This is an optimization exercise on Yosys and OpenROAD, whose aim is small area, not a production implementation.
No functional check of the RTL was part of any run shown here.

==> flow/design.v <==
package mem_test_pkg;
   typedef enum logic [2:0] {
      app_cmd_write = 3'b000,
      app_cmd_read  = 3'b001
   } app_cmd_e;
   typedef enum logic [2:0] {
      st_idle       = 3'd0,
      st_write      = 3'd1,
      st_write_done = 3'd2,
      st_read       = 3'd3,
      st_read_done  = 3'd4,
      st_check      = 3'd5,
      st_park       = 3'd6
   } test_state_e;
   typedef struct packed {
      logic                          en;
      app_cmd_e                      cmd;
      logic [28-1:0] addr;
   } app_req_t;
   typedef struct packed {
      logic                          wren;
      logic [256-1:0] data;
   } app_wdata_t;
   typedef struct packed {
      logic                          valid;
      logic [256-1:0] data;
   } app_rdata_t;
endpackage
module pattern_source #(
   parameter int sweep_beats = 1048576
) (
   input  logic                          ui_clk,
   input  logic                          resetn,
   input  logic                          advance,
   output logic [256-1:0] pattern,
   output logic [28-1:0] addr,
   output logic                          sweep_start
);
   localparam int idx_w = (sweep_beats > 1) ? $clog2(sweep_beats) : 1;
   localparam logic [idx_w-1:0] last_idx = idx_w'(sweep_beats - 1);
   logic [idx_w-1:0] beat_idx;
   logic [4:0]       rot;
   logic [idx_w:0]   carry;
   logic [idx_w-1:0] beat_next;
   assign carry[0] = advance;
   for (genvar i = 0; i < idx_w; i++) begin : g_inc
      assign beat_next[i] = beat_idx[i] ^ carry[i];
      assign carry[i+1]   = carry[i] & beat_idx[i];
   end
   always_ff @(posedge ui_clk or negedge resetn) begin
      if (!resetn) begin
         beat_idx <= '0;
      end else if (sweep_beats != 2**idx_w && advance && beat_idx == last_idx) begin
         beat_idx <= '0;  
      end else begin
         beat_idx <= beat_next;  
      end
   end
   generate
      if (idx_w >= 5 && sweep_beats % 32 == 0) begin : g_rot_idx
         assign rot = beat_idx[4:0];
      end else begin : g_rot_cnt
         logic [4:0] rot_q;
         always_ff @(posedge ui_clk or negedge resetn) begin
            if (!resetn) begin
               rot_q <= '0;
            end else if (advance) begin
               rot_q <= rot_q + 1'b1;
            end
         end
         assign rot = rot_q;
      end
   endgenerate
   pattern_rom u_pattern_rom (
      .rot     (rot),
      .pattern (pattern)
   );
   assign addr = 28'(beat_idx) * 28'(256);
   assign sweep_start = (beat_idx == '0);
endmodule
module pattern_rom (
   input  logic [4:0]                    rot,
   output logic [256-1:0] pattern
);
   localparam logic [256-1:0] init_pattern = { 
   32'hcafe_babe, 
   32'h1234_5678, 
   32'haa55_aa55, 
   32'h55aa_55aa, 
   32'hdead_beef, 
   32'h8765_4321, 
   32'h55aa_55aa, 
   32'haa55_aa55  
};
   logic [2*256-1:0] twice;
   assign twice   = {init_pattern, init_pattern} << {rot, 3'b000};
   assign pattern = twice[2*256-1 -: 256];
endmodule
module test_sequencer (
   input  logic       ui_clk,
   input  logic       resetn,
   input  logic       calib_done,
   input  logic       app_rdy,
   input  logic       app_wdf_rdy,
   input  logic       rd_valid,
   input  logic       rd_match,
   output logic       app_en,
   output logic [2:0] app_cmd,
   output logic       app_wdf_wren,
   output logic       led_fail,
   output logic       beat_pass,
   output logic       advance
);
   localparam logic [3:0] S_IDLE  = 4'd0;
   localparam logic [3:0] S_WRITE = 4'd1;
   localparam logic [3:0] S_WR_CE = 4'd2;
   localparam logic [3:0] S_WR_C  = 4'd3;
   localparam logic [3:0] S_WR_D  = 4'd4;
   localparam logic [3:0] S_WR_X  = 4'd5;
   localparam logic [3:0] S_READ  = 4'd6;
   localparam logic [3:0] S_RD_C  = 4'd7;
   localparam logic [3:0] S_RD_W  = 4'd8;
   localparam logic [3:0] S_CHK_P = 4'd9;
   localparam logic [3:0] S_CHK_F = 4'd10;
   localparam logic [3:0] S_CHK_V = 4'd11;
   localparam logic [3:0] S_PARK  = 4'd12;
   logic [3:0] state;
   logic [3:0] next;
   always_comb begin
      next = state;
      case (state)
         S_IDLE:  if (calib_done) next = S_WRITE;
         S_WRITE: if (app_rdy && app_wdf_rdy) next = S_WR_CE;
         S_WR_CE: begin
            if (app_rdy && app_wdf_rdy) next = S_WR_X;
            else if (app_rdy)           next = S_WR_D;
            else if (app_wdf_rdy)       next = S_WR_C;
         end
         S_WR_C:  if (app_rdy) next = S_WR_X;
         S_WR_D:  if (app_wdf_rdy) next = S_WR_X;
         S_WR_X:  next = S_READ;
         S_READ:  if (app_rdy) next = S_RD_C;
         S_RD_C:  if (app_rdy) next = S_RD_W;
         S_RD_W:  if (rd_valid) next = rd_match ? S_CHK_P : S_CHK_F;
         S_CHK_P: next = S_CHK_V;
         S_CHK_F: next = S_PARK;
         S_CHK_V: next = S_WRITE;
         S_PARK:  next = S_PARK;
         default: next = S_IDLE;
      endcase
   end
   always_ff @(posedge ui_clk or negedge resetn) begin
      if (!resetn) begin
         state <= S_IDLE;
      end else begin
         state <= next;
      end
   end
   assign app_en       = (state == S_WR_CE) || (state == S_WR_C) || (state == S_RD_C);
   assign app_wdf_wren = (state == S_WR_CE) || (state == S_WR_D);
   assign app_cmd      = {2'b00, state == S_RD_C};
   assign led_fail     = (state == S_PARK);
   assign beat_pass    = (state == S_CHK_P);
   assign advance      = (state == S_CHK_V);
endmodule
module result_checker (
   input  logic                          ui_clk,
   input  logic                          resetn,
   input  logic [256-1:0] rd_data,
   input  logic [256-1:0] pattern,
   input  logic                          sweep_start,
   input  logic                          beat_pass,
   output logic                          rd_match,
   output logic                          led_pass,
   output logic [32-1:0]    sweep_count
);
   data_compare u_data_compare (
      .rd_data  (rd_data),
      .pattern  (pattern),
      .rd_match (rd_match)
   );
   logic [32:0]   carry;
   logic [32-1:0] count_next;
   assign carry[0] = beat_pass && sweep_start;
   for (genvar i = 0; i < 32; i++) begin : g_inc
      assign count_next[i] = sweep_count[i] ^ carry[i];
      assign carry[i+1]    = carry[i] & sweep_count[i];
   end
   always_ff @(posedge ui_clk or negedge resetn) begin
      if (!resetn) begin
         sweep_count <= '0;
      end else begin
         sweep_count <= count_next;
      end
   end
   assign led_pass = sweep_count[0];
endmodule
module data_compare (
   input  logic [256-1:0] rd_data,
   input  logic [256-1:0] pattern,
   output logic                          rd_match
);
   assign rd_match = (rd_data == pattern);
endmodule
module mem_tester_top #(
   parameter int sweep_beats = 1048576
) (
   input  logic                          ui_clk,
   input  logic                          resetn,
   input  logic                          calib_done,
   input  logic                          app_rdy,
   input  logic                          app_wdf_rdy,
   input  logic                          app_rd_data_valid,
   input  logic [256-1:0] app_rd_data,
   output logic                          app_en,
   output logic [2:0]                    app_cmd,
   output logic [28-1:0] app_addr,
   output logic                          app_wdf_wren,
   output logic [256-1:0] app_wdf_data,
   output logic                          led_pass,
   output logic                          led_fail,
   output logic                          led_calib,
   output logic [32-1:0]    sweep_count
);
   logic [256-1:0] pattern;
   logic                          sweep_start;
   logic                          advance;
   logic                          beat_pass;
   logic                          rd_match;
   pattern_source #(
      .sweep_beats (sweep_beats)
   ) u_pattern_source (
      .ui_clk      (ui_clk),
      .resetn      (resetn),
      .advance     (advance),
      .pattern     (pattern),
      .addr        (app_addr),
      .sweep_start (sweep_start)
   );
   assign app_wdf_data = pattern;
   test_sequencer u_test_sequencer (
      .ui_clk       (ui_clk),
      .resetn       (resetn),
      .calib_done   (calib_done),
      .app_rdy      (app_rdy),
      .app_wdf_rdy  (app_wdf_rdy),
      .rd_valid     (app_rd_data_valid),
      .rd_match     (rd_match),
      .app_en       (app_en),
      .app_cmd      (app_cmd),
      .app_wdf_wren (app_wdf_wren),
      .led_fail     (led_fail),
      .beat_pass    (beat_pass),
      .advance      (advance)
   );
   result_checker u_result_checker (
      .ui_clk      (ui_clk),
      .resetn      (resetn),
      .rd_data     (app_rd_data),
      .pattern     (pattern),
      .sweep_start (sweep_start),
      .beat_pass   (beat_pass),
      .rd_match    (rd_match),
      .led_pass    (led_pass),
      .sweep_count (sweep_count)
   );
   assign led_calib = calib_done;  
endmodule
==> flow/flow/run.sh <==
#!/bin/bash
# Layout flow. Synthesis is ORFS's (hierarchical, as config.mk asks), run
# without its adder extraction and with each of a few area-mapping ABC scripts
# in place of ORFS's own; in each run the module pattern_rom (combinational)
# is replaced by its own best area mapping. The smallest netlist whose
# registers match the standard synthesis's is laid out by the standard flow,
# with 1x buffers on the ports.
set -euo pipefail
W=$(pwd)
R=$W/orfs/results/$FLOW_PLATFORM/mem_tester_top/base
LIB=$FLOW_HOME/platforms/$FLOW_PLATFORM/lib/sky130_fd_sc_hd__tt_025C_1v80.lib
DU=$(tr '\n' ' ' < $W/flow/dont_use.txt)

# standard synthesis: the reference registers, and the fallback netlist
bash standard.sh synth > $W/std_synth.log 2>&1
cp $R/1_2_yosys.v $W/std_1_2_yosys.v

regs() { grep -oE "sky130_fd_sc_hd__(df|edf|sdf|dlx|dlr|dlc|sdl)[a-z0-9_]* +[^ ]+" $1 | sort; }
# the whole design's area (the top module's own line when the synthesis is flat)
area() {
   local a
   a=$(sed -n "s/^ *Chip area for top module '\\\\$2': \([0-9.]*\).*/\1/p" $1 | head -1)
   [[ -n $a ]] || a=$(sed -n "s/^ *Chip area for module '\\\\$2': \([0-9.]*\).*/\1/p" $1 | head -1)
   echo $a
}
less() { python3 -c "import sys; sys.exit(0 if float('$1') < float('$2') else 1)"; }
regs $W/std_1_2_yosys.v > $W/regs_std.txt
: > $W/synth_choice.txt

# pattern_rom on its own with each ROM script; keep the smallest
rom=""; rom_area=1e99
for s in $W/flow/rom/*.script; do
   n=$(basename $s .script)
   if ROM_DESIGN=$W/design.v ROM_SCRIPT=$s ROM_OUT=$W/$n.v LIB_FILE=$LIB DONT_USE="$DU" \
         yosys -c $W/flow/rom_map.tcl > $W/$n.log 2>&1; then
      a=$(area $W/$n.v.stat pattern_rom)
      echo "$n: $a" >> $W/synth_choice.txt
      if [[ -n $a ]] && less $a $rom_area; then rom=$W/$n.v; rom_area=$a; fi
   else
      echo "$n: failed" >> $W/synth_choice.txt
   fi
done
echo "pattern_rom: $rom ($rom_area)" >> $W/synth_choice.txt

# the design with each area script, in its own ORFS work folder
for s in $W/flow/abc*.script; do
   n=$(basename $s .script)
   rm -rf $W/scripts_$n $W/orfs_$n
   cp -r $FLOW_HOME/scripts $W/scripts_$n
   cp $s $W/scripts_$n/abc_area.script
   sed -i 's#^\(\s*\)log_cmd abc {\*}\$abc_args$#&\n\1source $::env(SWAP_TCL)#' $W/scripts_$n/synth.tcl
   grep -q 'SWAP_TCL' $W/scripts_$n/synth.tcl
   sed "s#WORK_HOME=[^ ]*#WORK_HOME=$W/orfs_$n#" standard.sh > $W/std_$n.sh
   ( ROM_NETLIST=$rom SWAP_TCL=$W/flow/swap.tcl \
        bash $W/std_$n.sh ABC_AREA=1 ADDER_MAP_FILE= SCRIPTS_DIR=$W/scripts_$n synth \
        > $W/synth_$n.log 2>&1 || true ) &
done
wait

best=$W/std_1_2_yosys.v
best_area=$(area $W/orfs/reports/$FLOW_PLATFORM/mem_tester_top/base/synth_stat.txt $FLOW_TOP)
echo "standard: $best_area" >> $W/synth_choice.txt
for s in $W/flow/abc*.script; do
   n=$(basename $s .script)
   v=$W/orfs_$n/results/$FLOW_PLATFORM/mem_tester_top/base/1_2_yosys.v
   st=$W/orfs_$n/reports/$FLOW_PLATFORM/mem_tester_top/base/synth_stat.txt
   [[ -f $v && -f $st ]] || { echo "$n: failed" >> $W/synth_choice.txt; continue; }
   regs $v > $W/regs_$n.txt
   a=$(area $st $FLOW_TOP)
   if ! cmp -s $W/regs_std.txt $W/regs_$n.txt; then
      echo "$n: $a, registers differ" >> $W/synth_choice.txt; continue
   fi
   echo "$n: $a" >> $W/synth_choice.txt
   if less $a $best_area; then best=$v; best_area=$a; fi
done
echo "chosen: $best ($best_area)" >> $W/synth_choice.txt

if [[ $best != $W/std_1_2_yosys.v ]]; then
   cp $best $R/1_2_yosys.v
   rm -f $R/1_synth.odb $R/1_synth.sdc
fi

BUFFER_PORTS_ARGS="-buffer_cell sky130_fd_sc_hd__buf_1" bash standard.sh finish > $W/layout.log 2>&1
==> flow/flow/abc1.script <==
strash; dch; amap -F 10 -A 10; strash; dch; amap -F 10 -A 10
==> flow/flow/abc2.script <==
strash; dch; amap -F 10 -A 10; strash; dch; amap -F 10 -A 10; strash; dch; amap -F 10 -A 10
==> flow/flow/abc3.script <==
strash; dch; amap -F 10 -A 10
==> flow/flow/abc4.script <==
strash; dch; amap -F 10 -A 10 -m; strash; dch; amap -F 10 -A 10 -m
==> flow/flow/dont_use.txt <==
sky130_fd_sc_hd__lpflow_bleeder_1 sky130_fd_sc_hd__lpflow_clkbufkapwr_1 sky130_fd_sc_hd__lpflow_clkbufkapwr_16 sky130_fd_sc_hd__lpflow_clkbufkapwr_2 sky130_fd_sc_hd__lpflow_clkbufkapwr_4 sky130_fd_sc_hd__lpflow_clkbufkapwr_8 sky130_fd_sc_hd__lpflow_clkinvkapwr_1 sky130_fd_sc_hd__lpflow_clkinvkapwr_16 sky130_fd_sc_hd__lpflow_clkinvkapwr_2 sky130_fd_sc_hd__lpflow_clkinvkapwr_4 sky130_fd_sc_hd__lpflow_clkinvkapwr_8 sky130_fd_sc_hd__lpflow_decapkapwr_12 sky130_fd_sc_hd__lpflow_decapkapwr_3 sky130_fd_sc_hd__lpflow_decapkapwr_4 sky130_fd_sc_hd__lpflow_decapkapwr_6 sky130_fd_sc_hd__lpflow_decapkapwr_8 sky130_fd_sc_hd__lpflow_inputiso0n_1 sky130_fd_sc_hd__lpflow_inputiso0p_1 sky130_fd_sc_hd__lpflow_inputiso1n_1 sky130_fd_sc_hd__lpflow_inputiso1p_1 sky130_fd_sc_hd__lpflow_inputisolatch_1 sky130_fd_sc_hd__lpflow_isobufsrc_1 sky130_fd_sc_hd__lpflow_isobufsrc_16 sky130_fd_sc_hd__lpflow_isobufsrc_2 sky130_fd_sc_hd__lpflow_isobufsrc_4 sky130_fd_sc_hd__lpflow_isobufsrc_8 sky130_fd_sc_hd__lpflow_isobufsrckapwr_16 sky130_fd_sc_hd__lpflow_lsbuf_lh_hl_isowell_tap_1 sky130_fd_sc_hd__lpflow_lsbuf_lh_hl_isowell_tap_2 sky130_fd_sc_hd__lpflow_lsbuf_lh_hl_isowell_tap_4 sky130_fd_sc_hd__lpflow_lsbuf_lh_isowell_4 sky130_fd_sc_hd__lpflow_lsbuf_lh_isowell_tap_1 sky130_fd_sc_hd__lpflow_lsbuf_lh_isowell_tap_2 sky130_fd_sc_hd__lpflow_lsbuf_lh_isowell_tap_4 sky130_fd_sc_hd__probe_p_8 sky130_fd_sc_hd__probec_p_8 
==> flow/flow/rom/rom1.script <==
strash; dch; amap -F 10 -A 10 -m; strash; dch; amap -F 10 -A 10 -m
==> flow/flow/rom/rom2.script <==
strash; dch; amap -F 10 -A 10; strash; dch; amap -F 10 -A 10
==> flow/flow/rom/rom3.script <==
strash; dch; amap -F 5 -A 5; strash; dch; amap -F 5 -A 5
==> flow/flow/rom_map.tcl <==
# Maps module pattern_rom on its own, for area, to a netlist of library cells.
# env: ROM_DESIGN ROM_SCRIPT ROM_OUT LIB_FILE DONT_USE
yosys -import
read_verilog -sv $::env(ROM_DESIGN)
hierarchy -top pattern_rom
synth -nofsm -noshare -top pattern_rom -flatten
set du {}
foreach c $::env(DONT_USE) { lappend du -dont_use $c }
abc -script $::env(ROM_SCRIPT) -liberty $::env(LIB_FILE) {*}$du
opt_clean -purge
tee -o $::env(ROM_OUT).stat stat -liberty $::env(LIB_FILE)
write_verilog -noattr $::env(ROM_OUT)
==> flow/flow/swap.tcl <==
# Sourced by synth.tcl right after its ABC mapping: replaces module
# pattern_rom with the netlist mapped on its own (combinational, no registers).
if { [info exists ::env(ROM_NETLIST)] && $::env(ROM_NETLIST) ne "" } {
  delete pattern_rom
  read_verilog -overwrite $::env(ROM_NETLIST)
  hierarchy -top $::env(DESIGN_NAME)
}
==> flow/standard.sh <==
#!/bin/bash
# synth_recipe.tcl (not shown) runs the flow's synth.tcl, then flattens the netlist and writes it again
# the make line also repeats each setting of config.mk as NAME=value (left out here)
make -C /OpenROAD-flow-scripts/flow DESIGN_CONFIG=/design/flow/config.mk WORK_HOME=/design/flow/orfs CLKGATE_MAP_FILE= SYNTH_SCRIPT=/design/flow/synth_recipe.tcl "${@:-finish}"
==> flow/config.mk <==
export PLATFORM = sky130hd
export DESIGN_NAME = mem_tester_top
export DESIGN_NICKNAME = mem_tester_top
export VERILOG_FILES = /design/flow/design.v
export SDC_FILE = /design/flow/constraint.sdc
export NUM_CORES = 4
export LEC_CHECK = 0
export CAP_MARGIN = 20
export CORE_AREA = 2 2 198 198
export CTS_BUF_LIST = sky130_fd_sc_hd__clkbuf_4 sky130_fd_sc_hd__clkbuf_8
export DIE_AREA = 0 0 200 200
export SLEW_MARGIN = 20
export SYNTH_HIERARCHICAL = 1
==> flow/constraint.sdc <==
create_clock -name core_clock -period 10.0 [get_ports {ui_clk}]
set_input_delay 2.0000 -clock core_clock [delete_from_list [all_inputs] [get_ports {ui_clk}]]
set_output_delay 2.0000 -clock core_clock [all_outputs]
set_load 0.01 [all_outputs]
==> impl_metrics.yaml, run 1 <==
outcome:
  status: "finished clean"
critical_path:
  startpoint_type: "register"
  slowest_delay_ps: 830
  rr_startpoint: "u_pattern_source.beat_idx[1]$_DFF_PN0_"
  crit_slowest_cell: "nor2_1"
  worstPathArrival_ps: 5770
  crit_buf_inv: 5
  ff2ff_setup_slack_ps: 2250
  worstRegToRegCells: 19
  worstReg2RegEnd: "u_test_sequencer.state[0]$_DFFE_PN0P_"
  cp_top_family: "simple AND/OR/NAND/NOR gates"
  crit_chain: "clkinv_1 > nor2_1 > clkinv_1 > nor2_1 > clkinv_1 > o21ai_0 > clkinv_1 > nor2_1 > nor2_1 > o22ai_1 > buf_1"
  cp_max_fo: 13
  cp.required_ps: 8000
  end_kind: "output pin"
  critical_path_class: "reg2out"
die:
  rows: 71
  die_h_um: 200
  die-area_um2: 40000
  start_util_pct: 23.5
  ios: 586
  dieWidth_um: 200
  core_um2: 37800
sta:
  timing.slew.headroom_pct: 16.3
  skew_ps: 14.5
  slew_viol_final: 0
  min_period_over_period_pct: 77.7
  finalHoldViolations: 0
  worstMarginPinSlew_ps: 1240
  rsz0062_at_grt: "false"
  fin_setup_tns_ps: 0
  fmax_mhz: 129
  layout_min_cycle_time_ps: 7770
  setup_violations: 0
min_path:
  holdPathStages: 1
  hold_start: "u_result_checker.sweep_count[31]$_DFF_PN0_"
  hold_end: "u_result_checker.sweep_count[31]$_DFF_PN0_"
  hold_class: "reg2reg"
clock_tree:
  cts_inserted_buffers: 5
  cts-root-buf: "clkbuf_8"
  postCtsSetupBuffers: 0
  tritoncts: "yes"
  clockBufferDepth: 2
  insertion_delay_ps: 340
  cts_hold_buf: 0
  clk_pin_slew_ps: 120
  h-tree-depth: 2
  cts_sinks: 56
  cts_resized: 0
route:
  routed-via-count: 15000
  drt_iter0_markers: 1640
  vias_per_cell: 5.71
  drc: 0
  ant_nets: 0
  first_pass_iters: 6
  drt-total-wl_um: 77600
  wire_per_inst_um: 29.5
placed_design:
  hpwl_um: 65200
  gp_congestion: 1.03
  place_area_um2: 12000
  io_buffer_count: 575
synth:
  ys_warn_count: 9
  syn_avg_cell_area_um2: 5.93
  syn_area_um2: 8880
  synth_cells: 1496
grt:
  grtUsageTotal_pct: 36.6
  antenna_found_initial: 3
  grt_pass1_vias: 13400
  grt_pass1_wl_um: 102000
  grt_max_degree: 119
  grt_overflow: 0
run:
  max_cap_violations: 0
finish:
  nets: 2381
  final_cell_area_um2: 12100
  syn2layout_area_growth_pct: 36.0
  drive_above_1_share_pct: 2.74
flip-flops by register name, summed over array words and instances (netlist names):
| name | count |
|---|---|
| u_result_checker.sweep_count | 32 |
| u_pattern_source.beat_idx | 20 |
| u_test_sequencer.state | 4 |
per-stage QoR:
stage                     hold WS (ps)  utilization, %  worst slack, ps  instances
after CTS                          498            32.0             2470       2631
after global routing               519            32.0             2080       2631
after global placement             474            31.7             2680       2623
after floorplan                    516               -              765       1504
final                              500            32.0             2230       2632
after detailed placement           480            31.7             2590       2623
layer usage:
| metal | share of wire, % | global-route usage [%] | wire, um |
|---|---|---|---|
| met1 | 39 | 45.5 | 30400 |
| met2 | 45 | 60.0 | 34900 |
| met3 | 9.0 | 5.83 | 7000 |
| met4 | 6.8 | 20.9 | 5300 |
| met5 | 0.012 | 0 | 9 |
worst reg2reg max path: stages (launching register included):
cell	delay (ps)
dfrtp_1	570
clkinv_1	300
nor2_1	560
clkinv_1	760
nor2_1	530
clkinv_1	330
o21ai_0	290
clkinv_1	290
nor2_1	830
a21oi_1	210
o22ai_1	270
a21oi_1	190
nor4_1	660
nand4_1	220
nor4_1	720
and4_1	410
clkinv_1	100
o22ai_1	170
nor4_1	70
a32oi_1	210
worst max-delay path by stage:
stage	from	end	slack, ps	cells past startpoint
final	u_pattern_source.beat_idx[1]$_DFF_PN0_	app_wdf_data[67]	2230	11
after global routing	u_pattern_source.beat_idx[0]$_DFF_PN0_	u_test_sequencer.state[0]$_DFFE_PN0P_	2080	20
after CTS	u_pattern_source.beat_idx[1]$_DFF_PN0_	app_wdf_data[67]	2470	11
after detailed placement	u_pattern_source.beat_idx[0]$_DFF_PN0_	u_test_sequencer.state[0]$_DFFE_PN0P_	2590	20
after global placement	u_pattern_source.beat_idx[1]$_DFF_PN0_	u_test_sequencer.state[0]$_DFFE_PN0P_	2680	19
after floorplan	u_pattern_source.beat_idx[4]$_DFF_PN0_	app_wdf_data[83]	770	2
final cells by class:
cell class / instances / area, um^2
timing repair buffer: 620 / 2500
inverter: 81 / 309
clock buffer: 5 / 68.8
clock inverter: 3 / 33.8
fill: 4438 / 25700
tap: 511 / 639
sequential: 56 / 1410
antenna: 1 / 2.50
multi-input combinational: 1355 / 7120
cell usage in the layout (no fill, tap or decap), types with 12 or more instances in the layout:
cell type / count
a21oi_1: 271
and3_1: 25
buf_1: 574
buf_4: 45
clkinv_1: 80
dfrtp_1: 54
nand2_1: 50
nand4_1: 17
nor2_1: 454
nor4_1: 66
o21a_1: 12
o21ai_0: 67
o22a_1: 37
o22ai_1: 207
xor2_1: 73
==> run 2, diff against run 1 <==
--- a/flow/config.mk
+++ b/flow/config.mk
@@ -8,6 +8,7 @@
 export CAP_MARGIN = 20
 export CORE_AREA = 2 2 198 198
-export CTS_BUF_LIST = sky130_fd_sc_hd__clkbuf_4 sky130_fd_sc_hd__clkbuf_8
+export CTS_BUF_LIST = sky130_fd_sc_hd__clkbuf_8
 export DIE_AREA = 0 0 200 200
+export PLACE_DENSITY = 0.8
 export SLEW_MARGIN = 20
 export SYNTH_HIERARCHICAL = 1
==> run 2 against run 1 <==
Compared with the run above: still clean on timing, DRC and antenna; core utilization decreased by 0.29 points; flip-flop and latch count unchanged; global-route usage decreased by 1.7 points; sequential share of layout area increased by 0.11 points; worst setup slack improved by 780 ps; critical path depth unchanged; cell count decreased by 0.53%; clock skew decreased by 7.6 ps; critical path type unchanged; highest routed layer is now met4.
==> impl_metrics.yaml, run 2 <==
outcome:
  status: "finished clean"
finish:
  syn2layout_area_growth_pct: 34.8
  nets: 2366
  post-route-util_pct: 31.7
  fin_cells: 2618
  top_register: "u_result_checker.sweep_count"
  layout_common_cells: "574 x buf_1, 454 x nor2_1, 271 x a21oi_1, 207 x o22ai_1, 80 x clkinv_1"
  reg_top3: "u_result_checker.sweep_count x32, u_pattern_source.beat_idx x20, u_test_sequencer.state x4"
  largest_register_ffs: 32
  mostFrequentLayoutCell: "buf_1"
  drive_above_1_share_pct: 2.00
clock_tree:
  insertion_delay_ps: 320
  cts_sinks: 56
  h-tree-depth: 2
  cts_inserted_buffers: 5
  postCtsSetupBuffers: 0
  cts_resized: 0
  tritoncts: "yes"
  cts_hold_buf: 0
  cts-root-buf: "clkbuf_8"
  clockBufferDepth: 2
  clk_pin_slew_ps: 110
route:
  first_pass_iters: 7
  wire_per_inst_um: 28.3
  drt-total-wl_um: 74100
  drc: 0
  routed-via-count: 15100
  vias_per_cell: 5.78
  ant_nets: 0
  drt_iter0_markers: 2212
die:
  rows: 71
  ios: 586
  die_h_um: 200
  start_util_pct: 23.5
  die-area_um2: 40000
  dieWidth_um: 200
  core_um2: 37800
sta:
  slew_viol_final: 0
  fmax_mhz: 143
  skew_ps: 6.89
  layout_min_cycle_time_ps: 6980
  setup_violations: 0
  rsz0062_at_grt: "false"
  fin_setup_tns_ps: 0
  finalHoldViolations: 0
  worstMarginPinSlew_ps: 1160
  fin_ws_ps: 3020
  min_period_over_period_pct: 69.8
  timing.slew.headroom_pct: 21.9
run:
  max_cap_violations: 0
synth:
  syn_avg_cell_area_um2: 5.93
  synth_cells: 1496
  ys_warn_count: 9
  syn_area_um2: 8880
grt:
  grt_overflow: 0
  grt_pass1_wl_um: 97300
  antenna_found_initial: 3
  grt_max_degree: 136
  grtUsageTotal_pct: 34.9
  grt_pass1_vias: 13200
critical_path:
  worstPathArrival_ps: 4980
  critical_path_class: "reg2out"
  startpoint_type: "register"
  cp_max_fo: 13
  cp.required_ps: 8000
  end_kind: "output pin"
min_path:
  hold_class: "reg2reg"
placed_design:
  dp_slack_ps: 3450
  placed_cells: 2608
  gp_congestion: 1.09
  hpwl_um: 62800
  io_buffer_count: 575
-- run 2: through the flow --
stage                     area, um^2  hold WS (ps)
after detailed placement       11900           498
after global routing           12000           548
after floorplan                 8910           516
after CTS                      12000           518
final                          12000           504
after global placement         11900           472
-- run 2: final timing paths --
kind | cells past startpoint | start | to | slack, ps
min in group asynchronous | 2 | resetn | u_result_checker.sweep_count[27]$_DFF_PN0_ | 1800
max in group asynchronous | 2 | resetn | u_pattern_source.beat_idx[4]$_DFF_PN0_ | 7630
worst min register to register | 1 | u_result_checker.sweep_count[31]$_DFF_PN0_ | u_result_checker.sweep_count[31]$_DFF_PN0_ | 500
worst min-delay path | 1 | u_result_checker.sweep_count[31]$_DFF_PN0_ | u_result_checker.sweep_count[31]$_DFF_PN0_ | 500
worst max-delay path | 11 | u_pattern_source.beat_idx[1]$_DFF_PN0_ | app_wdf_data[192] | 3020
worst max register to register | 18 | u_pattern_source.beat_idx[0]$_DFF_PN0_ | u_test_sequencer.state[0]$_DFFE_PN0P_ | 3050
-- run 2: routing by layer --
metal  up-vias  part of all wire, %  track usage (%)
met5         -                    0                0
met4         0                  6.2             16.7
met3       224                   11             8.95
met2      1184                   45             57.1
met1      6892                   38             42.6
li1       6819                    -                -
-- run 2: layout make-up --
cell class,instances,area (um^2)
multi-input combinational,1355,7110
inverter,81,309
fill,4384,25800
antenna,2,5.00
clock buffer,5,68.8
tap,511,639
timing repair buffer,605,2400
clock inverter,3,26.3
sequential,56,1410
-- run 2: critical path, stage by stage, from the launching register on --
cell	delay [ps]
dfrtp_1	590
clkinv_1	240
nor2_1	360
clkinv_1	510
nor2_1	460
clkinv_1	350
o21ai_0	320
clkinv_1	340
nor2_1	570
a21oi_1	160
o22ai_1	520
buf_1	240
==> run 3, diff against run 2 <==
--- a/flow/config.mk
+++ b/flow/config.mk
@@ -10,5 +10,5 @@
 export CTS_BUF_LIST = sky130_fd_sc_hd__clkbuf_8
 export DIE_AREA = 0 0 200 200
-export PLACE_DENSITY = 0.8
+export PLACE_DENSITY = 0.9
 export SLEW_MARGIN = 20
 export SYNTH_HIERARCHICAL = 1
==> run 3 against run 2 <==
Compared with the run above: worst setup slack worse by 170 ps; via count is 0.69% lower; core utilization hardly changed; die area stayed put; highest routed layer is now met5; still clean on timing, DRC and antenna; cell count stayed put; global-route usage is 0.13 points higher; count of clock-buffer cells in the layout is 1 higher; wire length is 0.14% higher; non-clock buffer count is 1 higher.
==> impl_metrics.yaml, run 3 <==
outcome:
  status: "finished clean"
placed_design:
  dp_slack_ps: 3320
  hpwl_um: 62600
  gp_congestion: 1.12
  io_buffer_count: 575
sta:
  layout_min_cycle_time_ps: 7160
  fin_setup_tns_ps: 0
  finalHoldViolations: 0
  fin_ws_ps: 2840
  worstMarginPinSlew_ps: 1200
  min_period_over_period_pct: 71.6
  fmax_mhz: 140
  timing.slew.headroom_pct: 19.6
  rsz0062_at_grt: "false"
  skew_ps: 16.5
  slew_viol_final: 0
  setup_violations: 0
die:
  dieWidth_um: 200
  die-area_um2: 40000
  core_um2: 37800
  ios: 586
  die_h_um: 200
  rows: 71
  start_util_pct: 23.5
clock_tree:
  clockBufferDepth: 2
  insertion_delay_ps: 320
  h-tree-depth: 2
  cts_resized: 0
  clk_pin_slew_ps: 110
  tritoncts: "yes"
  cts_hold_buf: 0
  cts_sinks: 56
  cts-root-buf: "clkbuf_8"
  postCtsSetupBuffers: 0
  cts_inserted_buffers: 5
critical_path:
  startpoint_type: "register"
  worstReg2RegEnd: "u_test_sequencer.state[0]$_DFFE_PN0P_"
  rr_startpoint: "u_pattern_source.beat_idx[2]$_DFF_PN0_"
  crit_chain: "clkinv_1 > nor2_1 > clkinv_1 > nor2_1 > clkinv_1 > o21ai_0 > clkinv_1 > nor2_1 > nor2_1 > o22ai_1 > buf_1"
  critical_path_class: "reg2out"
  ff2ff_setup_slack_ps: 2880
  worstRegToRegCells: 18
  slowest_delay_ps: 620
  cp_max_fo: 13
  cp.required_ps: 8000
  crit_slowest_cell: "dfrtp_1"
  end_kind: "output pin"
  worstPathArrival_ps: 5160
route:
  first_pass_iters: 7
  routed-via-count: 15000
  wire_per_inst_um: 28.4
  drt-total-wl_um: 74200
  drt_iter0_markers: 2117
  ant_nets: 0
  vias_per_cell: 5.73
  drc: 0
min_path:
  hold_end: "u_result_checker.sweep_count[31]$_DFF_PN0_"
  holdPathStages: 1
  hold_start: "u_result_checker.sweep_count[31]$_DFF_PN0_"
  hold_class: "reg2reg"
run:
  max_cap_violations: 0
grt:
  grt_pass1_wl_um: 97800
  grt_overflow: 0
  grt_pass1_vias: 13200
  grt_max_degree: 87
  grtUsageTotal_pct: 35.0
  antenna_found_initial: 3
finish:
  mostFrequentLayoutCell: "buf_1"
  layout_common_cells: "574 x buf_1, 453 x nor2_1, 271 x a21oi_1, 207 x o22ai_1, 80 x clkinv_1"
  multi_input_area_um2: 7120
  largest_register_ffs: 32
  reg_top3: "u_result_checker.sweep_count x32, u_pattern_source.beat_idx x20, u_test_sequencer.state x4"
  nets: 2367
  top_register: "u_result_checker.sweep_count"
  drive_above_1_share_pct: 2.14
  fillCellCount: 4267
  regArea_um2: 1410
  syn2layout_area_growth_pct: 34.7
synth:
  synth_cells: 1496
  syn_area_um2: 8880
  syn_avg_cell_area_um2: 5.93
  ys_warn_count: 9
==> run 3: layer usage <==
metal / track usage (%) / share of wire, % / vias to the layer above
li1: - / - / 6835
met1: 43.6 / 39 / 6766
met2: 57.4 / 45 / 1180
met3: 7.63 / 11 / 231
met4: 16.5 / 6.0 / 2
met5: 0 / 0.018 / -
==> run 3: cell type report <==
cell class	instances	area share, %
inverters	81	2.58
multi-input cells	1355	59.5
clock inverters	2	0.0837
diodes	1	0.0209
repair buffers	606	20.0
clock buffers	6	0.691
flip-flops and latches	56	11.8
well taps	511	5.35
==> run 3: worst max-delay path by stage <==
stage / depth (start not counted) / start / slack, ps / endpoint
floorplan: 2 / u_pattern_source.beat_idx[4]$_DFF_PN0_ / 770 / app_wdf_data[83]
global placement: 16 / u_pattern_source.beat_idx[2]$_DFF_PN0_ / 2560 / u_test_sequencer.state[0]$_DFFE_PN0P_
detailed placement: 18 / u_pattern_source.beat_idx[0]$_DFF_PN0_ / 3320 / u_test_sequencer.state[0]$_DFFE_PN0P_
CTS: 11 / u_pattern_source.beat_idx[1]$_DFF_PN0_ / 3210 / app_wdf_data[97]
global route: 18 / u_pattern_source.beat_idx[2]$_DFF_PN0_ / 2640 / u_test_sequencer.state[0]$_DFFE_PN0P_
finish: 11 / u_pattern_source.beat_idx[1]$_DFF_PN0_ / 2840 / app_wdf_data[97]
==> run 3: through the flow <==
stage          hold slack (ps)  utilization (%)  cells  instance area, um^2
6_report                   503             31.7   2618                12000
5_1_grt                    535             31.7   2618                12000
4_1_cts                    504             31.7   2617                12000
3_5_place_dp               493             31.4   2609                11900
3_3_place_gp               484             31.4   2608                11900
2_1_floorplan              516                -   1504                 8910
==> run 3: worst max-delay path: cells and delay by family, from the launching register on <==
kind            cells  cell delay [ps]
compound gates      2              900
buf+inv             5             1700
flops               1              620
simple gates        4             1620
==> run 4, diff against run 3 <==
--- a/flow/config.mk
+++ b/flow/config.mk
@@ -10,5 +10,5 @@
 export CTS_BUF_LIST = sky130_fd_sc_hd__clkbuf_8
 export DIE_AREA = 0 0 200 200
-export PLACE_DENSITY = 0.9
+export PLACE_DENSITY = 0.95
 export SLEW_MARGIN = 20
 export SYNTH_HIERARCHICAL = 1
==> run 4 against run 3 <==
Compared with the run above: clock skew shrank 4.3 ps; wire length rose by 4.0%; worst hold slack barely moved; worst setup slack better by 210 ps; flip-flop and latch count unchanged; fmax is 3.0% higher; critical endpoint is now u_test_sequencer.state[0]$_DFFE_PN0P_; highest routed layer unchanged.
==> impl_metrics.yaml, run 4 <==
critical_path:
  cp_top_family: "simple AND/OR/NAND/NOR gates"
  cp_common_cell: "nor2_1"
  crit_chain: "clkinv_1 > nor2_2 > nor2_1 > nor2_1 > clkinv_1 > nor2_1 > buf_4 > nor2_1 > o22ai_1 > a21oi_1 > nor4_1 > nand4_1 > nor4_1 > and4_1 > clkinv_1 > o22ai_1 > nor4_1 > a32oi_1"
  crit_slowest_cell: "nor2_1"
  worstPathArrival_ps: 7190
  cp.required_ps: 10240
  end_kind: "register"
  critical_path_class: "reg2reg"
  slowest_delay_ps: 870
  startpoint_type: "register"
  crit_buf_inv: 4
  cp_max_fo: 14
synth:
  syn_avg_cell_area_um2: 5.93
  synth_cells: 1496
  ys_warn_count: 9
  syn_area_um2: 8880
route:
  vias_per_cell: 5.92
  first_pass_iters: 9
  drt_iter0_markers: 2374
  drc: 0
  ant_nets: 0
  drt-total-wl_um: 77200
  wire_per_inst_um: 29.4
  routed-via-count: 15500
sta:
  finalHoldViolations: 0
  setup_violations: 0
  layout_min_cycle_time_ps: 6950
  timing.slew.headroom_pct: 26.4
  fmax_mhz: 144
  slew_viol_final: 0
  worstMarginPinSlew_ps: 1090
  skew_ps: 12.2
  timing.hold.ws_ps: 503
  fin_setup_tns_ps: 0
  rsz0062_at_grt: "false"
  fin_ws_ps: 3050
  min_period_over_period_pct: 69.5
finish:
  fin_cells: 2626
  syn2layout_area_growth_pct: 35.8
  top_register: "u_result_checker.sweep_count"
  largest_register_ffs: 32
  post-route-util_pct: 31.9
  layout_common_cells: "574 x buf_1, 452 x nor2_1, 271 x a21oi_1, 207 x o22ai_1, 80 x clkinv_1"
  mostFrequentLayoutCell: "buf_1"
  drive_above_1_share_pct: 2.32
  nets: 2372
  reg_top3: "u_result_checker.sweep_count x32, u_pattern_source.beat_idx x20, u_test_sequencer.state x4"
clock_tree:
  clockBufferDepth: 2
  tritoncts: "yes"
  cts-root-buf: "clkbuf_8"
  cts_hold_buf: 0
  postCtsSetupBuffers: 0
  cts_resized: 0
  h-tree-depth: 2
  insertion_delay_ps: 310
  cts_sinks: 56
  cts_inserted_buffers: 5
  clk_pin_slew_ps: 100
placed_design:
  dp_slack_ps: 3040
  gp_congestion: 1.18
  placed_cells: 2614
  io_buffer_count: 575
  hpwl_um: 64600
grt:
  antenna_found_initial: 6
  grt_overflow: 0
  grt_max_degree: 153
  grt_pass1_wl_um: 102000
  grtUsageTotal_pct: 36.5
  grt_pass1_vias: 13800
die:
  dieWidth_um: 200
  die_h_um: 200
  ios: 586
  die-area_um2: 40000
  core_um2: 37800
  start_util_pct: 23.5
  rows: 71
run:
  max_cap_violations: 0
outcome:
  status: "finished clean"
min_path:
  hold_class: "reg2reg"
-- run 4: worst paths after layout --
check	start	end	slack, ps	cells after the start
setup / recovery	u_pattern_source.beat_idx[2]$_DFF_PN0_	u_test_sequencer.state[0]$_DFFE_PN0P_	3050	18
hold / removal	u_result_checker.sweep_count[31]$_DFF_PN0_	u_result_checker.sweep_count[31]$_DFF_PN0_	500	1
setup reg to reg	u_pattern_source.beat_idx[2]$_DFF_PN0_	u_test_sequencer.state[0]$_DFFE_PN0P_	3050	18
hold reg to reg	u_result_checker.sweep_count[31]$_DFF_PN0_	u_result_checker.sweep_count[31]$_DFF_PN0_	500	1
max in group asynchronous	resetn	u_pattern_source.beat_idx[4]$_DFF_PN0_	7660	2
min in group asynchronous	resetn	u_result_checker.sweep_count[31]$_DFF_PN0_	1800	2
-- run 4: final cells by class --
type | count | area [um^2]
inverters | 81 | 309
clock buffers | 5 | 68.8
multi-input cells | 1355 | 7120
flip-flops and latches | 56 | 1410
clock inverters | 2 | 60.1
repair buffers | 611 | 2440
fillers | 4231 | 25700
diodes | 5 | 12.5
well taps | 511 | 639
-- run 4: routing by layer --
layer / share of wire [%] / vias up / GRT usage (%)
met5: 0.017 / - / 1.11
met4: 7.4 / 2 / 21.6
met3: 12 / 295 / 9.86
met2: 43 / 1351 / 57.8
met1: 37 / 7042 / 44.2
li1: - / 6851 / -
-- run 4: through the flow --
stage	area (um^2)
final	12100
after detailed placement	11900
after global placement	11900
after CTS	12000
after global routing	12100
after floorplan	8910
==> run 5, diff against run 4 <==
--- a/flow/config.mk
+++ b/flow/config.mk
@@ -6,9 +6,8 @@
 export NUM_CORES = 4
 export LEC_CHECK = 0
-export CAP_MARGIN = 20
+export CAP_MARGIN = 5
 export CORE_AREA = 2 2 198 198
 export CTS_BUF_LIST = sky130_fd_sc_hd__clkbuf_8
 export DIE_AREA = 0 0 200 200
-export PLACE_DENSITY = 0.95
-export SLEW_MARGIN = 20
+export SLEW_MARGIN = 5
 export SYNTH_HIERARCHICAL = 1
==> run 5 against run 4 <==
Compared with the run above: still clean on timing, DRC and antenna; synthesized cell count unchanged; design area up 0.11%; synthesized area unchanged; clock skew down 2.2 ps; global-route usage up 0.16 points; fmax down 10%; non-clock buffer count up 9; highest routed layer is now met4.
==> impl_metrics.yaml, run 5 <==
critical_path:
  cp_top_family: "simple AND/OR/NAND/NOR gates"
  cp.required_ps: 8000
  worstPathArrival_ps: 5730
  crit_chain: "clkinv_1 > nor2_1 > clkinv_1 > nor2_1 > clkinv_1 > o21ai_0 > clkinv_1 > nor2_1 > nor2_1 > o22ai_1 > buf_1"
  end_kind: "output pin"
  slowest_delay_ps: 840
  crit_slowest_cell: "nor2_1"
  worstReg2RegEnd: "u_test_sequencer.state[0]$_DFFE_PN0P_"
  crit_path_start: "u_pattern_source.beat_idx[1]$_DFF_PN0_"
  critical_path_class: "reg2out"
  rr_startpoint: "u_pattern_source.beat_idx[1]$_DFF_PN0_"
  cp_max_fo: 13
  worstRegToRegCells: 19
  ff2ff_setup_slack_ps: 2310
  crit_buf_inv: 5
  startpoint_type: "register"
min_path:
  hold_end: "u_result_checker.sweep_count[31]$_DFF_PN0_"
  hold_start: "u_result_checker.sweep_count[31]$_DFF_PN0_"
  hold_class: "reg2reg"
  holdPathStages: 1
clock_tree:
  cts_sinks: 56
  h-tree-depth: 2
  tritoncts: "yes"
  insertion_delay_ps: 340
  clk_pin_slew_ps: 120
  cts_hold_buf: 0
  cts-root-buf: "clkbuf_8"
  clockBufferDepth: 2
  cts_inserted_buffers: 5
  cts_resized: 0
  postCtsSetupBuffers: 0
die:
  die_h_um: 200
  start_util_pct: 23.5
  dieWidth_um: 200
  ios: 586
  core_um2: 37800
  die-area_um2: 40000
  rows: 71
finish:
  layout_common_cells: "574 x buf_1, 454 x nor2_1, 271 x a21oi_1, 207 x o22ai_1, 80 x clkinv_1"
  nets: 2381
  fillCellCount: 4467
  top_register: "u_result_checker.sweep_count"
  reg_top3: "u_result_checker.sweep_count x32, u_pattern_source.beat_idx x20, u_test_sequencer.state x4"
  mostFrequentLayoutCell: "buf_1"
  largest_register_ffs: 32
  drive_above_1_share_pct: 2.69
  syn2layout_area_growth_pct: 36.0
grt:
  grt_overflow: 0
  grt_pass1_vias: 13300
  grt_pass1_wl_um: 102000
  antenna_found_initial: 1
  grt_max_degree: 119
  grtUsageTotal_pct: 36.6
synth:
  synth_cells: 1496
  ys_warn_count: 9
  syn_avg_cell_area_um2: 5.93
  syn_area_um2: 8880
sta:
  fmax_mhz: 129
  min_period_over_period_pct: 77.3
  fin_setup_tns_ps: 0
  timing.slew.headroom_pct: 19.7
  layout_min_cycle_time_ps: 7730
  slew_viol_final: 0
  timing.hold.ws_ps: 502
  rsz0062_at_grt: "false"
  finalHoldViolations: 0
  worstMarginPinSlew_ps: 1200
  setup_violations: 0
  skew_ps: 9.96
placed_design:
  gp_congestion: 1.03
  hpwl_um: 65200
  io_buffer_count: 575
route:
  routed-via-count: 15100
  drc: 0
  wire_per_inst_um: 29.6
  first_pass_iters: 5
  ant_nets: 0
  vias_per_cell: 5.74
  drt_iter0_markers: 1644
  drt-total-wl_um: 77900
run:
  max_cap_violations: 0
outcome:
  status: "finished clean"
[run 5: worst max path at each step]
stage / slack (ps) / cells past startpoint / to
finish: 2270 / 11 / app_wdf_data[67]
global route: 1960 / 20 / u_test_sequencer.state[0]$_DFFE_PN0P_
CTS: 2500 / 20 / u_test_sequencer.state[0]$_DFFE_PN0P_
detailed placement: 2530 / 20 / u_test_sequencer.state[0]$_DFFE_PN0P_
global placement: 2680 / 19 / u_test_sequencer.state[0]$_DFFE_PN0P_
floorplan: 770 / 2 / app_wdf_data[83]
[run 5: per-layer routing]
metal	global-route usage [%]	up-vias	routed length [um]
met2	60.0	970	35300
met4	20.7	0	4990
met3	5.85	182	6640
met1	45.8	7062	31000
li1	-	6884	-
met5	0	-	0
[run 5: worst reg2reg max path, stage by stage (launching register included)]
cell and delay, ps:
dfrtp_1 560, clkinv_1 290, nor2_1 540, clkinv_1 760, nor2_1 530, clkinv_1 320, o21ai_0 280, clkinv_1 270
nor2_1 840, a21oi_1 210, o22ai_1 280, a21oi_1 190, nor4_1 680, nand4_1 220, nor4_1 690, and4_1 410
clkinv_1 110, o22ai_1 170, nor4_1 70, a32oi_1 200
[run 5: area by class of cell]
class / instances / area [um^2] / share of cell area (%)
clock buffer: 5 / 68.8 / 0.570
inverter: 81 / 309 / 2.56
timing repair buffer: 620 / 2500 / 20.7
sequential: 56 / 1410 / 11.7
clock inverter: 3 / 33.8 / 0.280
antenna: 1 / 2.50 / 0.0207
tap: 511 / 639 / 5.30
multi-input combinational: 1355 / 7110 / 58.9
[run 5: per-stage QoR]
| stage | setup slack (ps) | instance area, um^2 | instances | util (%) |
|---|---|---|---|---|
| 2_1_floorplan | 765 | 8910 | 1504 | - |
| 3_3_place_gp | 2680 | 12000 | 2623 | 31.7 |
| 3_5_place_dp | 2530 | 12000 | 2623 | 31.7 |
| 4_1_cts | 2500 | 12100 | 2631 | 32.0 |
| 5_1_grt | 1960 | 12100 | 2632 | 32.0 |
| 6_report | 2270 | 12100 | 2632 | 32.0 |
==> run 6, diff against run 5 <==
--- a/flow/design.v
+++ b/flow/design.v
@@ -113,16 +113,16 @@
 );
    localparam logic [3:0] S_IDLE  = 4'd0;
-   localparam logic [3:0] S_WRITE = 4'd1;
-   localparam logic [3:0] S_WR_CE = 4'd2;
-   localparam logic [3:0] S_WR_C  = 4'd3;
-   localparam logic [3:0] S_WR_D  = 4'd4;
-   localparam logic [3:0] S_WR_X  = 4'd5;
-   localparam logic [3:0] S_READ  = 4'd6;
-   localparam logic [3:0] S_RD_C  = 4'd7;
-   localparam logic [3:0] S_RD_W  = 4'd8;
-   localparam logic [3:0] S_CHK_P = 4'd9;
-   localparam logic [3:0] S_CHK_F = 4'd10;
+   localparam logic [3:0] S_WRITE = 4'd5;
+   localparam logic [3:0] S_WR_CE = 4'd14;
+   localparam logic [3:0] S_WR_C  = 4'd4;
+   localparam logic [3:0] S_WR_D  = 4'd12;
+   localparam logic [3:0] S_WR_X  = 4'd13;
+   localparam logic [3:0] S_READ  = 4'd8;
+   localparam logic [3:0] S_RD_C  = 4'd3;
+   localparam logic [3:0] S_RD_W  = 4'd2;
+   localparam logic [3:0] S_CHK_P = 4'd6;
+   localparam logic [3:0] S_CHK_F = 4'd1;
    localparam logic [3:0] S_CHK_V = 4'd11;
-   localparam logic [3:0] S_PARK  = 4'd12;
+   localparam logic [3:0] S_PARK  = 4'd7;
    logic [3:0] state;
    logic [3:0] next;
--- a/flow/config.mk
+++ b/flow/config.mk
@@ -6,8 +6,9 @@
 export NUM_CORES = 4
 export LEC_CHECK = 0
-export CAP_MARGIN = 5
+export CAP_MARGIN = 20
 export CORE_AREA = 2 2 198 198
 export CTS_BUF_LIST = sky130_fd_sc_hd__clkbuf_8
 export DIE_AREA = 0 0 200 200
-export SLEW_MARGIN = 5
+export PLACE_DENSITY = 0.85
+export SLEW_MARGIN = 20
 export SYNTH_HIERARCHICAL = 1
==> run 6 against run 5 <==
Compared with the run above: largest cell class unchanged; worst setup slack better by 570 ps; design area decreased by 0.71%; highest routed layer is now met5; still clean on timing, DRC and antenna; synthesized cell count up 1.9%; flip-flop and latch count stayed put; critical endpoint is now app_wdf_data[214]; critical path depth shrank 2; cell count increased by 0.87%; critical path type unchanged; wire length shrank 3.1%; clock skew rose by 0.83 ps; fmax is 8.0% higher; synthesized area decreased by 0.39%.
==> impl_metrics.yaml, run 6 <==
finish:
  multi_input_area_um2: 7090
  drive_above_1_share_pct: 2.29
  fillCellCount: 4284
  top_register: "u_result_checker.sweep_count"
  syn2layout_area_growth_pct: 35.5
  regArea_um2: 1410
  nets: 2401
  layout_common_cells: "574 x buf_1, 484 x nor2_1, 316 x a21oi_1, 204 x o22ai_1, 77 x clkinv_1"
  reg_top3: "u_result_checker.sweep_count x32, u_pattern_source.beat_idx x20, u_test_sequencer.state x4"
  mostFrequentLayoutCell: "buf_1"
  largest_register_ffs: 32
  post-route-util_pct: 31.7
critical_path:
  critical_path_class: "reg2out"
  worstPathArrival_ps: 5160
  slowest_delay_ps: 1010
  worstReg2RegEnd: "u_test_sequencer.state[2]$_DFFE_PN0P_"
  rr_startpoint: "u_pattern_source.beat_idx[2]$_DFF_PN0_"
  cp_top_family: "buffers and inverters"
  cp_max_fo: 50
  worstRegToRegCells: 16
  crit_chain: "buf_4 > clkinv_1 > buf_4 > nor2_1 > clkinv_1 > nor2_1 > nor2_1 > o22ai_1 > buf_1"
  end_kind: "output pin"
  crit_slowest_cell: "nor2_1"
  cp.required_ps: 8000
  cp_common_cell: "nor2_1"
  ff2ff_setup_slack_ps: 3200
  crit_buf_inv: 5
  cp.depth: 9
  startpoint_type: "register"
clock_tree:
  clockBufferDepth: 2
  tritoncts: "yes"
  postCtsSetupBuffers: 0
  cts_inserted_buffers: 5
  cts_resized: 0
  cts_sinks: 56
  insertion_delay_ps: 320
  clk_pin_slew_ps: 110
  cts_hold_buf: 0
  h-tree-depth: 2
  cts-root-buf: "clkbuf_8"
min_path:
  hold_end: "u_result_checker.sweep_count[31]$_DFF_PN0_"
  hold_start: "u_result_checker.sweep_count[31]$_DFF_PN0_"
  hold_class: "reg2reg"
  holdPathStages: 1
grt:
  grt_max_degree: 125
  antenna_found_initial: 7
  grt_pass1_vias: 13000
  grtUsageTotal_pct: 35.6
  grt_pass1_wl_um: 99100
  grt_overflow: 0
die:
  start_util_pct: 23.4
  dieWidth_um: 200
  rows: 71
  die_h_um: 200
  core_um2: 37800
  ios: 586
  die-area_um2: 40000
synth:
  syn_area_um2: 8840
  syn_avg_cell_area_um2: 5.80
  ys_warn_count: 9
  synth_cells: 1525
route:
  ant_nets: 0
  first_pass_iters: 6
  drt-total-wl_um: 75500
  wire_per_inst_um: 28.5
  routed-via-count: 15200
  vias_per_cell: 5.74
  drt_iter0_markers: 2351
  drc: 0
sta:
  finalHoldViolations: 0
  min_period_over_period_pct: 71.6
  layout_min_cycle_time_ps: 7160
  slew_viol_final: 0
  fmax_mhz: 140
  fin_setup_tns_ps: 0
  rsz0062_at_grt: "false"
  timing.slew.headroom_pct: 10.8
  skew_ps: 10.8
  setup_violations: 0
  worstMarginPinSlew_ps: 1330
outcome:
  status: "finished clean"
run:
  max_cap_violations: 0
placed_design:
  hpwl_um: 63100
  io_buffer_count: 575
  gp_congestion: 1.11
-- run 6: metrics by stage --
| step | area [um^2] | hold WS [ps] | instances | setup slack, ps |
|---|---|---|---|---|
| 3_3_place_gp | 11900 | 478 | 2643 | 3470 |
| 4_1_cts | 12000 | 523 | 2651 | 3270 |
| 6_report | 12000 | 517 | 2655 | 2840 |
| 5_1_grt | 12000 | 535 | 2651 | 2790 |
| 2_1_floorplan | 8880 | 516 | 1533 | 765 |
| 3_5_place_dp | 11900 | 506 | 2643 | 3580 |
-- run 6: layer usage --
| metal | track usage, % | wire [um] |
|---|---|---|
| met1 | 45.1 | 29600 |
| met2 | 56.8 | 33000 |
| met3 | 9.38 | 8710 |
| met4 | 16.0 | 4250 |
| met5 | 0 | 38 |
-- run 6: area by class of cell --
type                       instances  share of cell area [%]
multi-input combinational       1387                    59.2
sequential                        56                    11.7
antenna                            4                  0.0835
inverter                          78                    2.48
tap                              511                    5.34
clock inverter                     3                   0.219
timing repair buffer             611                    20.4
clock buffer                       5                   0.574
-- run 6: worst max-delay path by stage --
| stage | from | to | slack (ps) |
|---|---|---|---|
| 4_1_cts | u_pattern_source.beat_idx[3]$_DFF_PN0_ | app_wdf_data[214] | 3270 |
| 2_1_floorplan | u_pattern_source.beat_idx[4]$_DFF_PN0_ | app_wdf_data[83] | 770 |
| 3_5_place_dp | u_pattern_source.beat_idx[2]$_DFF_PN0_ | u_test_sequencer.state[2]$_DFFE_PN0P_ | 3580 |
| 5_1_grt | u_pattern_source.beat_idx[1]$_DFF_PN0_ | app_wdf_data[32] | 2790 |
| 6_report | u_pattern_source.beat_idx[3]$_DFF_PN0_ | app_wdf_data[214] | 2840 |
| 3_3_place_gp | u_pattern_source.beat_idx[2]$_DFF_PN0_ | u_test_sequencer.state[2]$_DFFE_PN0P_ | 3470 |
==> run 7, diff against run 6 <==
--- a/flow/config.mk
+++ b/flow/config.mk
@@ -10,5 +10,5 @@
 export CTS_BUF_LIST = sky130_fd_sc_hd__clkbuf_8
 export DIE_AREA = 0 0 200 200
-export PLACE_DENSITY = 0.85
+export PLACE_DENSITY = 0.9
 export SLEW_MARGIN = 20
 export SYNTH_HIERARCHICAL = 1
==> run 7 against run 6 <==
Compared with the run above: still clean; worst setup slack improved by 150 ps; global-route usage is 0.87 points higher; non-clock buffer count up 1; critical path depth up 3; sequential share of layout area about the same; synthesized cell count unchanged; clock skew shrank 0.73 ps; die area is the same; core utilization rose by 0.11 points; design area up 0.33%; via count rose by 3.7%.
==> impl_metrics.yaml, run 7 <==
outcome:
  status: "finished clean"
synth:
  ys_warn_count: 9
  syn_avg_cell_area_um2: 5.80
  synth_cells: 1525
  syn_area_um2: 8840
finish:
  nets: 2402
  mostFrequentLayoutCell: "buf_1"
  drive_above_1_share_pct: 2.38
  fillCellCount: 4290
  syn2layout_area_growth_pct: 36.0
  top_register: "u_result_checker.sweep_count"
  layout_common_cells: "574 x buf_1, 484 x nor2_1, 316 x a21oi_1, 204 x o22ai_1, 77 x clkinv_1"
  final_cell_area_um2: 12000
  largest_register_ffs: 32
  fin_cells: 2663
  reg_top3: "u_result_checker.sweep_count x32, u_pattern_source.beat_idx x20, u_test_sequencer.state x4"
route:
  vias_per_cell: 5.93
  drt_iter0_markers: 2546
  first_pass_iters: 7
  wire_per_inst_um: 29.2
  drc: 0
  drt-total-wl_um: 77700
  ant_nets: 0
  routed-via-count: 15800
sta:
  timing.slew.headroom_pct: 22.1
  slew_viol_final: 0
  rsz0062_at_grt: "false"
  min_period_over_period_pct: 70.1
  fin_ws_ps: 2990
  skew_ps: 10.1
  fmax_mhz: 143
  fin_setup_tns_ps: 0
  finalHoldViolations: 0
  layout_min_cycle_time_ps: 7010
  setup_violations: 0
  timing.hold.ws_ps: 506
  worstMarginPinSlew_ps: 1160
grt:
  grt_pass1_vias: 13500
  grt_pass1_wl_um: 101000
  grtUsageTotal_pct: 36.5
  grt_overflow: 0
  grt_max_degree: 137
  antenna_found_initial: 8
clock_tree:
  postCtsSetupBuffers: 0
  cts-root-buf: "clkbuf_8"
  cts_inserted_buffers: 5
  clockBufferDepth: 2
  cts_sinks: 56
  clk_pin_slew_ps: 120
  insertion_delay_ps: 320
  h-tree-depth: 2
  tritoncts: "yes"
  cts_hold_buf: 0
  cts_resized: 0
critical_path:
  startpoint_type: "register"
  worstRegToRegCells: 19
  worstPathArrival_ps: 5010
  crit_slowest_cell: "o22ai_1"
  cp_top_family: "buffers and inverters"
  worstReg2RegEnd: "u_test_sequencer.state[2]$_DFFE_PN0P_"
  end_kind: "output pin"
  cp.required_ps: 8000
  cp_max_fo: 13
  crit_chain: "clkinv_1 > nor2_1 > clkinv_1 > nor2_1 > clkinv_1 > o21ai_0 > clkinv_1 > nor2_1 > buf_4 > nor2_1 > o22ai_1 > buf_1"
  crit_buf_inv: 6
  critical_path_class: "reg2out"
  ff2ff_setup_slack_ps: 3270
  slowest_delay_ps: 650
  rr_startpoint: "u_pattern_source.beat_idx[1]$_DFF_PN0_"
die:
  die-area_um2: 40000
  ios: 586
  rows: 71
  start_util_pct: 23.4
  die_h_um: 200
  core_um2: 37800
  dieWidth_um: 200
placed_design:
  gp_congestion: 1.09
  dp_slack_ps: 3670
  hpwl_um: 64900
  place_area_um2: 11900
  io_buffer_count: 575
  placed_cells: 2644
min_path:
  hold_start: "u_result_checker.sweep_count[31]$_DFF_PN0_"
  hold_end: "u_result_checker.sweep_count[31]$_DFF_PN0_"
  holdPathStages: 1
  hold_class: "reg2reg"
run:
  max_cap_violations: 0
==> run 7: worst max-delay path by stage <==
stage,start,endpoint,slack [ps],cells after the start
global placement,u_pattern_source.beat_idx[0]$_DFF_PN0_,u_test_sequencer.state[2]$_DFFE_PN0P_,3750,20
finish,u_pattern_source.beat_idx[1]$_DFF_PN0_,app_wdf_data[97],2990,12
global route,u_pattern_source.beat_idx[1]$_DFF_PN0_,app_wdf_data[97],2910,12
floorplan,u_pattern_source.beat_idx[4]$_DFF_PN0_,app_wdf_data[83],770,2
CTS,u_pattern_source.beat_idx[1]$_DFF_PN0_,app_wdf_data[195],3300,12
detailed placement,u_pattern_source.beat_idx[1]$_DFF_PN0_,app_wdf_data[195],3670,12
==> run 7: layer usage <==
layer	vias to the layer above	part of all wire, %	track usage (%)
met5	-	0	0
met4	0	8.1	24.0
met3	305	12	10.4
met2	1388	43	57.2
met1	7089	37	43.7
li1	7004	-	-
==> run 7: area by class of cell <==
cell class              instances  area [um^2]  area share, %
clock inverters                 3         33.8          0.281
diodes                         11         27.5          0.229
inverters                      78          298           2.48
flip-flops and latches         56         1410           11.7
repair buffers                612         2450           20.4
well taps                     511          639           5.32
clock buffers                   5         68.8          0.572
multi-input cells            1387         7100           59.1
==> run 7: worst reg2reg max path, cell delays in order, from the launching register on <==
cell and delay, ps:
dfrtp_1 580, clkinv_1 230, nor2_1 360, clkinv_1 590, nor2_1 540, clkinv_1 340
o21ai_0 360, clkinv_1 350, o22ai_1 270, nor2_1 60, a21oi_1 720, a21oi_1 180
nor4_1 620, nand4_1 240, nor4_1 370, and4_1 340, nor2b_1 190, or4_1 130
nor2_1 40, a21oi_1 140
==> run 7: metrics by stage <==
stage / utilization, %
global route: 31.8
global placement: 31.5
CTS: 31.7
floorplan: -
detailed placement: 31.5
finish: 31.8

re-timing with driven ports:
The results above use ideal ports. As a check the final layouts listed here were re-extracted and re-timed, cells and wires unchanged.
Step 1: set_driving_cell puts a clkbuf_16 on ui_clk and a buf_2 on each other input, an assumption about the parent block.
Step 2 adds t to the input delays and takes it off the output delays; t is the mean of the earliest and latest rising clock arrival at the registers after step 1. Input paths then give back, and output paths get back, about the clock's delay inside the block.
a / b / c = ideal / step 1 / step 2; a / b = the first two.
| run | t, ns | setup slack, ns | worst hold slack (ns) |
|---|---|---|---|
| run 1 | 0.357 | 2.234 / 2.205 / 2.252 | 0.500 / 0.500 / 0.500 |
| run 2 | 0.348 | 3.015 / 2.985 / 3.050 | 0.504 / 0.504 / 0.504 |
| run 3 | 0.334 | 2.843 / 2.818 / 2.884 | 0.503 / 0.503 / 0.503 |
| run 4 | 0.337 | 3.050 / 3.050 / 3.050 | 0.503 / 0.503 / 0.503 |
| run 5 | 0.365 | 2.267 / 2.240 / 2.305 | 0.502 / 0.502 / 0.502 |
| run 6 | 0.341 | 2.839 / 2.809 / 3.150 | 0.517 / 0.517 / 0.517 |
| run 7 | 0.347 | 2.993 / 2.965 / 3.267 | 0.506 / 0.506 / 0.506 |
After both steps every run listed still meets setup and hold.
